From an optimization exercise on the open Yosys and OpenROAD flow, aimed at small area, a short achievable clock period and few clock cycles per item; shortcuts taken in it are not production practice.
The RTL was checked by simulation tests, not by an equivalence proof against the original design.
No activity file was given, so power comes from the tool's default toggle rates.

===== constraint.sdc =====
create_clock -name core_clock -period 10.0 [get_ports {clock}]
set_input_delay 2.0000 -clock core_clock [delete_from_list [all_inputs] [get_ports {clock}]]
set_output_delay 2.0000 -clock core_clock [all_outputs]
set_load 0.01 [all_outputs]

===== standard.sh =====
#!/bin/bash
# synth_recipe.tcl (not shown) runs the flow's synth.tcl, then flattens the netlist and writes it again
# the make line also repeats each setting of config.mk as NAME=value (left out here)
make -C /OpenROAD-flow-scripts/flow DESIGN_CONFIG=/design/flow/config.mk WORK_HOME=/design/flow/orfs CLKGATE_MAP_FILE= SYNTH_SCRIPT=/design/flow/synth_recipe.tcl "${@:-finish}"

===== config.mk =====
export PLATFORM = sky130hd
export DESIGN_NAME = k_way_sorted_merge_unit
export DESIGN_NICKNAME = k_way_sorted_merge_unit
export VERILOG_FILES = /design/flow/design.v
export SDC_FILE = /design/flow/constraint.sdc
export NUM_CORES = 4
export LEC_CHECK = 0
export ABC_CLOCK_PERIOD_IN_PS = 3000
export CAP_MARGIN = 20
export CORE_MARGIN = 2
export CORE_UTILIZATION = 45
export CTS_CLUSTER_DIAMETER = 70
export CTS_CLUSTER_SIZE = 22
export SLEW_MARGIN = 20
export SYNTH_MEMORY_MAX_BITS = 8192
export TNS_END_PERCENT = 100

===== flow/run.sh =====
#!/bin/bash
# The standard layout, with timing repair aimed at a slack of 6.5 ns (a 3.5 ns
# period) instead of stopping as soon as the 10 ns clock is met. The SDC,
# clock period and every other setting are the standard flow's own.
set -euo pipefail
bash standard.sh finish SETUP_SLACK_MARGIN=6.5 > standard_flow.log 2>&1

===== design.v =====
package kwm_pkg;
   typedef enum logic {
      OP_LOAD = 1'b0,
      OP_PULL = 1'b1
   } op_type;
   typedef enum logic {
      CSR_ROW_COUNT  = 1'b0,
      CSR_ROW_LENGTH = 1'b1
   } csr_index_type;
   localparam int VALUE_W      = 32;
   localparam int ROW_SEL_W    = 3;
   localparam int COL_SEL_W    = 4;
   localparam int ROW_COUNT_W  = 4;
   localparam int ROW_LENGTH_W = 5;
   localparam int CSR_DATA_W   = 5;
   localparam int REQ_DATA_W   = 40;
   localparam int RSP_DATA_W   = 40;
   localparam int RSP_PAD_W    = RSP_DATA_W - VALUE_W - ROW_SEL_W;
   localparam logic [ROW_COUNT_W-1:0]  ROW_COUNT_RESET  = 4'd8;
   localparam logic [ROW_LENGTH_W-1:0] ROW_LENGTH_RESET = 5'd16;
endpackage
module kwm_ram #(
   parameter int WIDTH    = 32,
   parameter int MAX_ROWS = 8,
   parameter int MAX_COLS = 16,
   parameter int ROW_W    = $clog2(MAX_ROWS)
) (
   input  logic                          clock,
   input  logic                          we,
   input  logic [ROW_W-1:0]              wrow,
   input  logic [WIDTH-1:0]              wdata,
   input  logic [MAX_ROWS*MAX_COLS-1:0]  rsel,
   output logic [MAX_ROWS*WIDTH-1:0]     rdata
);
   for (genvar r = 0; r < MAX_ROWS; r++) begin : g_row
      logic [MAX_COLS*WIDTH-1:0] ring;
      always_ff @(posedge clock) begin
         ring[(MAX_COLS-1)*WIDTH-1:0]          <= ring[MAX_COLS*WIDTH-1:WIDTH];
         ring[MAX_COLS*WIDTH-1 -: WIDTH]       <= (we && (wrow == ROW_W'(r))) ? wdata : ring[WIDTH-1:0];
      end
      always_comb begin
         rdata[r*WIDTH +: WIDTH] = '0;
         for (int k = 0; k < MAX_COLS; k++) begin
            rdata[r*WIDTH +: WIDTH] = rdata[r*WIDTH +: WIDTH]
                                    | (ring[k*WIDTH +: WIDTH] & {WIDTH{rsel[r*MAX_COLS + k]}});
         end
      end
   end
endmodule
module kwm_min_unit #(
   parameter int MAX_ROWS = 8
) (
   input  logic [MAX_ROWS*kwm_pkg::VALUE_W-1:0] heads,
   input  logic [MAX_ROWS-1:0]                  live,
   output logic [MAX_ROWS-1:0]                  win
);
   localparam int W = kwm_pkg::VALUE_W;
   function automatic logic gt_signed(input logic [W-1:0] a, input logic [W-1:0] b);
      logic [W-1:0] g, l;
      for (int k = 0; k < W; k++) begin
         g[k] = a[k] & !b[k];
         l[k] = !a[k] & b[k];
      end
      g[W-1] = !a[W-1] & b[W-1];
      l[W-1] = a[W-1] & !b[W-1];
      for (int s = 1; s < W; s = s * 2) begin
         for (int k = 0; k + s < W; k = k + 2 * s) begin
            g[k] = g[k + s] | (!l[k + s] & g[k]);
            l[k] = l[k + s] | (!g[k + s] & l[k]);
         end
      end
      gt_signed = g[0];
   endfunction
   logic [MAX_ROWS-1:0] le [MAX_ROWS];
   always_comb begin
      for (int i = 0; i < MAX_ROWS; i++) begin
         le[i] = '0;
         for (int j = i + 1; j < MAX_ROWS; j++) begin
            le[i][j] = !gt_signed(heads[i*W +: W], heads[j*W +: W]);
         end
      end
      for (int i = 0; i < MAX_ROWS; i++) begin
         win[i] = live[i];
         for (int j = 0; j < MAX_ROWS; j++) begin
            if (j < i) win[i] = win[i] & (!live[j] | !le[j][i]);
            if (j > i) win[i] = win[i] & (!live[j] | le[i][j]);
         end
      end
   end
endmodule
module k_way_sorted_merge_unit #(
   parameter int MAX_ROWS = 8,
   parameter int MAX_COLS = 16
) (
   input  logic                                clock,
   input  logic                                reset,
   input  logic                                req_tvalid,
   output logic                                req_tready,
   input  logic [kwm_pkg::REQ_DATA_W-1:0]      req_tdata,
   input  logic                                req_tuser,
   output logic                                rsp_tvalid,
   input  logic                                rsp_tready,
   output logic [kwm_pkg::RSP_DATA_W-1:0]      rsp_tdata,
   output logic                                rsp_tlast,
   output logic                                rsp_tuser,
   input  logic                                csr_we,
   input  logic [0:0]                          csr_addr,
   input  logic [kwm_pkg::CSR_DATA_W-1:0]      csr_wdata
);
   localparam int W       = kwm_pkg::VALUE_W;
   localparam int ROW_W   = $clog2(MAX_ROWS);
   localparam int ROWC_W  = $clog2(MAX_ROWS + 1);
   localparam int COL_W   = $clog2(MAX_COLS);
   localparam int HEAD_W  = $clog2(MAX_COLS + 1);
   localparam int Q_W     = 2 + ROW_W + W;
   logic [kwm_pkg::ROW_COUNT_W-1:0]  row_count_ff;
   logic [kwm_pkg::ROW_LENGTH_W-1:0] row_length_ff;
   logic [ROWC_W-1:0]                rows_eff;
   logic [HEAD_W-1:0]                len_eff;
   logic                      ready_ff;
   logic                      ir_v_ff, ir_v_in;
   logic                      ir_pull_ff;
   logic [ROW_W-1:0]          ir_row_ff;
   logic [COL_W-1:0]          ir_col_ff;
   logic [W-1:0]              ir_val_ff;
   logic                      do_load;
   logic                      do_pull;
   logic                      do_refresh;
   logic                      stale_ff, stale_in;
   logic [COL_W-1:0]          g_ff;
   logic [HEAD_W-1:0]         h_ff   [MAX_ROWS];
   logic [MAX_COLS-1:0]       ptr_ff [MAX_ROWS];
   logic [W-1:0]              head_ff [MAX_ROWS];
   logic [MAX_ROWS*MAX_COLS-1:0] rptr;
   logic [MAX_ROWS*W-1:0]     rdata;
   logic [MAX_ROWS*W-1:0]     heads;
   logic [MAX_ROWS-1:0]       live;
   logic [MAX_ROWS-1:0]       lastcand;
   logic [MAX_ROWS-1:0]       win;
   logic                      found;
   logic                      single;
   logic [W-1:0]              new_val;
   logic [ROW_W-1:0]          new_row;
   logic                      new_last;
   logic [Q_W-1:0]            new_ent;
   logic                      push;
   logic                      q0v_ff, q1v_ff, q0v_in, q1v_in;
   logic [Q_W-1:0]            q0_ff, q1_ff;
   logic                      take;
   always_comb begin
      rows_eff = (int'(row_count_ff) > MAX_ROWS) ? ROWC_W'(MAX_ROWS) : ROWC_W'(row_count_ff);
      len_eff  = (int'(row_length_ff) > MAX_COLS) ? HEAD_W'(MAX_COLS)
               : HEAD_W'(row_length_ff);
   end
   always_ff @(posedge clock) begin
      if (reset) begin
         row_count_ff  <= kwm_pkg::ROW_COUNT_RESET;
         row_length_ff <= kwm_pkg::ROW_LENGTH_RESET;
      end else if (csr_we) begin
         if (csr_addr == kwm_pkg::CSR_ROW_COUNT) begin
            row_count_ff <= csr_wdata[kwm_pkg::ROW_COUNT_W-1:0];
         end else begin
            row_length_ff <= csr_wdata;
         end
      end
   end
   assign do_load    = ir_v_ff && (ir_pull_ff == kwm_pkg::OP_LOAD) && (ir_col_ff == g_ff);
   assign do_pull    = ir_v_ff && (ir_pull_ff == kwm_pkg::OP_PULL) && !stale_ff && !q1v_ff;
   assign do_refresh = stale_ff && !do_load;
   assign stale_in   = do_load ? 1'b1 : (do_refresh ? 1'b0 : stale_ff);
   assign ir_v_in = ready_ff ? req_tvalid : ir_v_ff;
   always_ff @(posedge clock) begin
      if (ready_ff) begin
         ir_pull_ff <= req_tuser;
         ir_row_ff  <= req_tdata[2:0];
         ir_col_ff  <= req_tdata[6:3];
         ir_val_ff  <= req_tdata[38:7];
      end
   end
   logic ready_in;
   logic ir_pull_in;
   logic [COL_W-1:0] ir_col_in;
   assign ir_pull_in = ready_ff ? req_tuser : ir_pull_ff;
   assign ir_col_in  = ready_ff ? req_tdata[6:3] : ir_col_ff;
   assign ready_in   = !ir_v_in
                    || (ir_pull_in ? (!stale_in && !q1v_in) : (ir_col_in == g_ff + COL_W'(1)));
   always_ff @(posedge clock) begin
      if (reset) begin
         ready_ff <= 1'b1;
         ir_v_ff  <= 1'b0;
         stale_ff <= 1'b1;
         g_ff     <= '0;
      end else begin
         g_ff     <= g_ff + COL_W'(1);
         ready_ff <= ready_in;
         ir_v_ff  <= ready_ff ? req_tvalid : (ir_v_ff && !(do_load || do_pull));
         stale_ff <= stale_in;
      end
   end
   assign req_tready = ready_ff;
   kwm_ram #(
      .WIDTH    (W),
      .MAX_ROWS (MAX_ROWS),
      .MAX_COLS (MAX_COLS)
   ) u_store (
      .clock (clock),
      .we    (do_load),
      .wrow  (ir_row_ff),
      .wdata (ir_val_ff),
      .rsel  (rptr),
      .rdata (rdata)
   );
   always_comb begin
      for (int r = 0; r < MAX_ROWS; r++) begin
         rptr[r*MAX_COLS +: MAX_COLS] = ptr_ff[r];
         heads[r*W +: W]        = head_ff[r];
         live[r]     = (r < int'(rows_eff)) && (h_ff[r] < len_eff);
         lastcand[r] = (h_ff[r] + HEAD_W'(1)) == len_eff;
      end
   end
   kwm_min_unit #(
      .MAX_ROWS (MAX_ROWS)
   ) u_min_unit (
      .heads (heads),
      .live  (live),
      .win   (win)
   );
   assign found = |live;
   always_comb begin
      logic seen;
      seen   = 1'b0;
      single = 1'b0;
      for (int r = 0; r < MAX_ROWS; r++) begin
         single = live[r] ? !seen : single;
         seen   = seen | live[r];
      end
   end
   logic [MAX_ROWS-1:0] pick;
   assign pick = win & {MAX_ROWS{!q1v_ff}};
   always_comb begin
      new_val  = '0;
      new_row  = '0;
      new_last = 1'b0;
      for (int r = 0; r < MAX_ROWS; r++) begin
         new_val  = new_val | (head_ff[r] & {W{pick[r]}});
         new_row  = new_row | (ROW_W'(r) & {ROW_W{pick[r]}});
         new_last = new_last | (pick[r] & lastcand[r]);
      end
      new_last = new_last && single;
      new_ent  = {!found && !q1v_ff, new_last, new_row, new_val};
   end
   logic [MAX_COLS-1:0] col0_sel;
   assign col0_sel = MAX_COLS'(1) << (COL_W'(MAX_COLS - 1) - g_ff);
   always_ff @(posedge clock) begin
      for (int r = 0; r < MAX_ROWS; r++) begin
         if (reset || do_load) begin
            h_ff[r]   <= '0;
            ptr_ff[r] <= col0_sel;
         end else if (do_refresh) begin
            ptr_ff[r] <= ptr_ff[r];
         end else if (do_pull && win[r]) begin
            h_ff[r]   <= h_ff[r] + HEAD_W'(1);
            ptr_ff[r] <= ptr_ff[r];
         end else begin
            ptr_ff[r] <= {ptr_ff[r][0], ptr_ff[r][MAX_COLS-1:1]};
         end
      end
   end
   always_ff @(posedge clock) begin
      for (int r = 0; r < MAX_ROWS; r++) begin
         if (do_refresh || (do_pull && win[r])) begin
            head_ff[r] <= rdata[r*W +: W];
         end
      end
   end
   assign push   = do_pull;
   assign take   = q0v_ff && rsp_tready;
   assign q0v_in = (!q0v_ff || rsp_tready) ? (q1v_ff || push) : 1'b1;
   assign q1v_in = !rsp_tready && (q1v_ff || (push && q0v_ff));
   always_ff @(posedge clock) begin
      if (reset) begin
         q0v_ff <= 1'b0;
         q1v_ff <= 1'b0;
      end else begin
         q0v_ff <= q0v_in;
         q1v_ff <= q1v_in;
      end
   end
   always_ff @(posedge clock) begin
      if (!q0v_ff || rsp_tready) begin
         q0_ff <= (q1_ff & {Q_W{q1v_ff}}) | new_ent;
      end
      if (push && q0v_ff && !rsp_tready) begin
         q1_ff <= new_ent;
      end
   end
   assign rsp_tvalid = q0v_ff;
   assign rsp_tdata  = {{kwm_pkg::RSP_PAD_W{1'b0}}, q0_ff[ROW_W+W-1:0]};
   assign rsp_tlast  = q0_ff[ROW_W+W];
   assign rsp_tuser  = q0_ff[ROW_W+W+1];
endmodule

==> flow_metrics.tcl <==
set metrics [dict create \
    outcome "complete, no violations" \
    p_leak_nw 66.3 \
    cp_num_buf_inv 5 \
    avgSynthCellArea_um2 12.4 \
    cts.sinks 4652 \
    cts-htree-levels 5 \
    grt_setup_unrepaired "yes" \
    crit_type "reg -> reg" \
    cp-end-kind "flop" \
    num_rows 211 \
    postRouteAntennaNets 0 \
    cp.arrival_ns 5.07 \
    slowest_delay_ns 0.68 \
    portBuffers 89 \
    die_y_um 580 \
    fin_tns_setup_ns 0 \
    route.detailed.wl_per_inst_um 34.2 \
    core-area_um2 330000 \
    grt_pass1_wl_mm 813 \
    crit_top_cell "buf_12" \
    finalNetCount 12664 \
    synth_area_um2 149000 \
    ys_async_sr_fraction 0 \
    fmax_ghz 0.223 \
    cts_buffer_depth 4 \
    grt_pass1_vias 108452 \
    slew_violations 0 \
    drt_first_pass_iters 14 \
    maxCapViolations 0 \
    grt_use_total 0.333 \
    num_vias 112767 \
    ys_ff_latch 4652 \
    fin_hold_ws_ns 0.331 \
    die_area_um2 336000 \
    fin_crit_ns 4.48 \
    wl_mm 586 \
    avgViaCountPerCell 6.59 \
    dp_hpwl_mm 353 \
    start_util 0.452 \
    synth_flop_cell "dfxtp_1" \
    netlist.area_leader.share 0.558 \
    min_period_over_period 0.448 \
    drive_above_1_share 0.186 \
    ir_drop_mv 0.144 \
    finalHoldViolations 0 \
    p_total_mw 34.7 \
    synth.area.top_cells "dfxtp_1, edfxtp_1, a221oi_1" \
    worstSkewPairLatency_ns 0.97 \
    post-synth-top-count-cell "dfxtp_1" \
    die_x_um 580 \
    finalSetupViolCount 0 \
    io_pins 96 \
    yosysTopAreaCell "dfxtp_1" \
    synth_edf_count 493 \
    worst_ep_required_time_ns 10.59 \
    syn-instance-count 12019 \
    critPathSlowestCell "o211ai_1" \
    drtIter0Drc 16026 \
    drcViolationCount 0 \
    multiInputGateArea_um2 49600 \
    nFillCells 27773 \
    ys_seq_area_frac 0.657 \
    power_density_nw_per_um2 199 \
    cts_buffers 269 \
    antenna_found_initial 68 \
    clkTransAtPathRegs_ns 0.09 \
    synth_cell_types 120 \
    regArea_um2 98100 \
    area_delta_synth_final_pct 16.8 \
    gr-total-overflow 0 \
    hold_class "reg -> reg" \
    gp_congestion 1.04 \
    clock_skew_ns 0.0507 \
    synth_commonest_cells "dfxtp_1, a221oi_1, a22o_1" \
    root_buffer "clkbuf_16" \
    ctsHoldBuffers 0 \
    worstPathMaxFanout 16 \
    cp_cell_sequence "buf_12 > clkinvlp_4 > a21oi_2 > o221a_4 > o21ai_4 > o211ai_1 > a311oi_2 > o211ai_1 > buf_4 > buf_12 > a221oi_4 > and2_4 > buf_12 > a222oi_1 > nand4_1" \
    slew_headroom 0.200 \
    start_kind "flop" \
    grt_max_degree 57 \
    critical-path-top-delay-family "compound AO/OA/AOI/OAI gates" \
    worstMarginPinSlew_ns 1.20 \
    yosys_warnings 7 \
    tritoncts "yes" \
]
area by class of cell:
| cell class | instances | share of cell area |
|---|---|---|
| flip-flops and latches | 4652 | 0.563 |
| multi-input cells | 6176 | 0.285 |
| repair buffers | 1190 | 0.0670 |
| clock buffers | 318 | 0.0408 |
| well taps | 4366 | 0.0314 |
| inverters | 268 | 0.00715 |
| clock inverters | 59 | 0.00478 |
| diodes | 89 | 0.00128 |
path summary, 6_finish.rpt:
path                                           start                                 end  slack [ns]  depth (start not counted)
hold reg to reg   u_store.g_row[1].ring[385]$_DFF_P_  u_store.g_row[1].ring[353]$_DFF_P_        0.33                          0
setup / recovery             head_ff[0][4]$_DFFE_PP_                 q0_ff[24]$_DFFE_PN_        5.52                         15
hold / removal    u_store.g_row[1].ring[385]$_DFF_P_  u_store.g_row[1].ring[353]$_DFF_P_        0.33                          0
setup reg to reg             head_ff[0][4]$_DFFE_PP_                 q0_ff[24]$_DFFE_PN_        5.52                         15
layer usage:
metal / track usage / part of all wire / vias to the layer above / routed length (um)
li1: - / - / 47020 / -
met1: 0.437 / 0.39 / 56506 / 231000
met2: 0.495 / 0.42 / 7427 / 248000
met3: 0.0936 / 0.12 / 1778 / 70600
met4: 0.181 / 0.061 / 36 / 35900
met5: 0.00128 / 0.00043 / - / 254
logic make-up after synthesis:
kind of cell | share of synthesized area
flops | 0.657
compound gates | 0.201
simple gates | 0.0602
buf+inv | 0.0325
fa+ha+maj | 0.0248
mux | 0.0202
xor+xnor | 0.00399
other cells | 0.0000251
flip-flops by register name, indices dropped and copies added (netlist names), 4 cells and up:
register and cells:
row_count_ff 4, q1_ff 37, ir_col_ff 4, u_store.g_row.ring 4096, ir_val_ff 32, g_ff 4, q0_ff 37, row_length_ff 5
ptr_ff 128, h_ff 40, head_ff 256
placed cells by master (no fill, tap or decap), types with 26 or more instances in the layout:
cell	n
a211oi_1	42
a21o_1	165
a21oi_1	296
a21oi_2	32
a221oi_1	1051
a222oi_1	97
a22o_1	1032
a22oi_1	86
a31oi_1	60
buf_12	116
buf_2	29
buf_4	816
buf_6	126
clkbuf_1	39
clkbuf_16	282
clkdlybuf4s50_1	50
clkinvlp_4	48
dfxtp_1	4153
diode_2	89
edfxtp_1	493
ha_1	55
inv_1	165
maj3_1	224
maj3_2	72
mux2_2	259
nand2_1	309
nand2_8	29
nand2b_1	172
nand3_1	96
nand3b_1	26
nand4_1	320
nor2_1	294
nor2b_1	146
nor3_1	49
o2111ai_1	31
o211ai_1	71
o21ai_0	255
o221ai_1	39
o22ai_1	103
xnor2_1	41
power breakdown:
| group | leakage (nW) | internal, mW | switching, mW |
|---|---|---|---|
| clock | 3.88 | 5.27 | 6.31 |
| combinational | 23.7 | 1.10 | 2.68 |
| sequential | 38.7 | 19.1 | 0.299 |
| total | 66.3 | 25.5 | 9.28 |
what timing repair did:
action / in CTS / in global routing
gates cloned: 44 / 6
gates resized for setup: 790 / 250
endpoints found under the setup margin: 759 / 648
buffers inserted: 664 / 119
pin swaps: 174 / 179
endpoints found under the hold margin: 0 / 0
metrics by stage:
| step | util | instance area [um2] | cells | worst slack [ns] |
|---|---|---|---|---|
| after floorplan | - | 149000 | 12023 | 6.22 |
| after global placement | 0.467 | 154000 | 15819 | 3.99 |
| after detailed placement | 0.467 | 154000 | 15819 | 3.91 |
| after CTS | 0.520 | 172000 | 16904 | 5.85 |
| after global routing | 0.527 | 174000 | 17050 | 5.60 |
| final | 0.527 | 174000 | 17118 | 5.52 |
Testbench counts, summed over its fixed seeds: cycles 6,544, items 3,096.

-- separate check: timing with driven ports --
The flow's constraints put no driver on any port. The routed layout listed below was extracted and timed again, unchanged, in two steps. Step 1: set_driving_cell puts a clkbuf_16 on clock and a buf_2 on each other input, an assumption about the parent block. Step 2 times the ports against the registers' clock, not the clock port: input delays grow and output delays shrink by t, the midpoint of the rising clock arrivals with the driver on. a / b / c = ideal ports / drivers / drivers and shift; a / b = the first two.
t (ns): 1.049
slack for setup (ns): 5.518 / 5.518 / 5.484
worst register clock-pin slew, ns: 0.09 / 0.09
After both steps setup and hold are still met in this run. The setup slack of this run moves by 0.000 ns with the drivers and by -0.034 ns with both steps.
